This design comes from an exercise in tuning for small area and a short achievable clock period on the open sky130 flow, not from production work.
In this exercise RTL edits were held to simulation tests only and were not proved equivalent to the original.
Power and IR drop assume default switching activity.

== xenon ==
Design lc4_top, start of the top module:
module lc4_top (
   input  logic        clk,
   input  logic        rst,
   output logic [15:0] cur_pc,
   input  logic [15:0] insn0,
   input  logic [15:0] insn1,
   output logic [15:0] ret0_pc,
   output logic [15:0] ret0_insn,
   output logic        ret0_we,
   output logic [2:0]  ret0_wsel,
   output logic [15:0] ret0_data,
   output logic [1:0]  ret0_stall,
   output logic [15:0] ret1_pc,
   output logic [15:0] ret1_insn,
   output logic        ret1_we,
   output logic [2:0]  ret1_wsel,
   output logic [15:0] ret1_data,
   output logic [1:0]  ret1_stall
);
   function automatic logic writes(input logic [15:0] i);
      case (i[15:12])
         4'b0001: writes = i[5] | (i[5:3] == 3'b000) | (i[5:3] == 3'b010);
         4'b0101: writes = (i[5:3] == 3'b000) | (i[5:3] == 3'b010) | (i[5:3] == 3'b011);
         4'b1001: writes = 1'b1;
         default: writes = 1'b0;
      endcase
   endfunction
   function automatic logic [3:0] ctl_of(input logic [15:0] i);
      ctl_of[3] = !i[15] && !i[14] && !i[5] && i[4];
      ctl_of[2] = !i[14];
      ctl_of[1] = !i[14] || i[4] || i[3];
      ctl_of[0] = i[14] && !i[3];
   endfunction
   logic [15:0] pc_q;
   logic [15:0] slot_a, slot_b;
   logic        d_empty;
   logic [15:0] x_insn0, x_insn1;
   logic        x_empty, x_split;
   logic        xwe0, xwe1;
   logic [15:0] w_pc0, w_pc1, w_insn0, w_insn1, w_data0, w_data1;
   logic        w_we0, w_we1, w_empty, w_split;
   logic [15:0] regs [8];
   function automatic logic splits(input logic [15:0] a, input logic [15:0] b);
      logic rs_re, rt_re;
      rs_re  = writes(b) && (b[15:12] != 4'b1001);
      rt_re  = rs_re && !((b[15:12] == 4'b0001) && b[5]);
      splits = writes(a) && ((rs_re && (b[8:6] == a[11:9])) ||
                             (rt_re && (b[2:0] == a[11:9])));
   endfunction
   logic split;
   always_ff @(posedge clk) begin
  ...
Size: roughly 2200 cells after synthesis, roughly 350 flip-flops, roughly 19000 µm² of cells after synthesis.
export LEC_CHECK = 0
export CAP_MARGIN = 10
export CORE_MARGIN = 2
export CORE_UTILIZATION = 40
export CTS_CLUSTER_DIAMETER = 100
export CTS_CLUSTER_SIZE = 25
export GPL_ROUTABILITY_DRIVEN = 0
export SETUP_SLACK_MARGIN = 2.2
export SLEW_MARGIN = 10
create_clock -name core_clock -period 5.0 [get_ports {clk}]
standard.sh (not shown) runs the stock make flow with config.mk's settings and CLKGATE_MAP_FILE= SYNTH_SCRIPT=/design/flow/synth_recipe.tcl, a recipe that flattens the netlist after the stock synthesis.
==> flow/flow/run.sh <==
#!/bin/bash
# The standard layout (synthesis through routing, unchanged), except that the
# buffers ORFS puts on every input and output port are the smallest buffer cell
# instead of the delay buffer buffer_ports picks on its own; timing repair still
# sizes them up where a path needs it. Make's full output goes to standard.log,
# and ORFS keeps each step's own log under orfs/logs/.
set -euo pipefail
export BUFFER_PORTS_ARGS="-buffer_cell sky130_fd_sc_hd__buf_1"
bash standard.sh > standard.log 2>&1
The final layout from xenon, which completed every stage, passed the timing, design-rule and antenna checks at the end of the flow.
Inputs modified between xenon and indigo:
Settings: swapping 10 for 20 in SLEW_MARGIN; swapping 10 for 20 in CAP_MARGIN; clearing GPL_ROUTABILITY_DRIVEN, which used to be 0.
==> run summary <==
For hold-fix buffer count after cts, indigo and xenon come out practically identical.
xenon and indigo ended up with roughly the same post-route core utilization.
| sequential power | xenon vs indigo | ≈ equal |
Looking at highest clock rate across both flows, indigo is the weaker of the two, with xenon ahead.
xenon → indigo: wire length on met1 climbed 2.9%, wire length climbed about 1.4%, parity-gate share of the synthesized area counting xor and xnor cells barely changed.
indigo does worse than xenon on clock period minus final worst setup slack.
On internal portion of total power, xenon and indigo are basically level.
Taking xenon as the reference point, the non-clock buffer count of indigo falls by 18.
Here is what was changed in the inputs of tundra compared with indigo.
Settings: swapping 2.2 for 2.3 in SETUP_SLACK_MARGIN.
[summary]
- [tundra vs indigo] data arrival time of the worst path: lower in tundra
- On hold slack, tundra and indigo are neck and neck.
- The startpoint of the most critical setup path comes out w_data0[3]$_DFF_P_ in one run and x_insn0[5]$_DFF_P_ in the other, namely in indigo and tundra respectively.
- Taking indigo as the reference, in tundra count of multi-input gates stayed essentially flat; die footprint stayed essentially flat; buffer count from post-CTS setup fixing went up; utilization picked up an extra 1.3 points.
- Looking at final cycle utilization of the critical path, tundra sits 1.9 points lower than indigo does.

==> separate check: timing with driven ports <==
The flow's constraints put no driver on any port. The routed layouts listed below were extracted and timed again, unchanged, in two steps. Step 1, drivers: a clkbuf_16 drives clk and a buf_2 each remaining input, both assumed. Step 2 times the ports against the registers' clock, not the clock port: input delays grow and output delays shrink by t, the midpoint of the rising clock arrivals with the driver on. a / b / c = ideal ports / drivers / drivers and shift; a / b = the first two.
| run | t (ns) | slack for setup (ns) | slew at the worst register clock pin (ns) | worst slew at a driven data input, ns |
|---|---|---|---|---|
| xenon | 0.629 | 2.187 / 2.187 / 1.718 | 0.11 / 0.11 | 0.04 |
| indigo | 0.621 | 2.114 / 2.114 / 1.983 | 0.11 / 0.11 | 0.03 |
| tundra | 0.619 | 2.210 / 2.210 / 1.946 | 0.11 / 0.11 | 0.03 |
After both steps setup and hold are still met in every run listed. For xenon, which loses most, drivers alone change the setup slack by 0.000 ns; drivers and shift together by -0.469 ns.
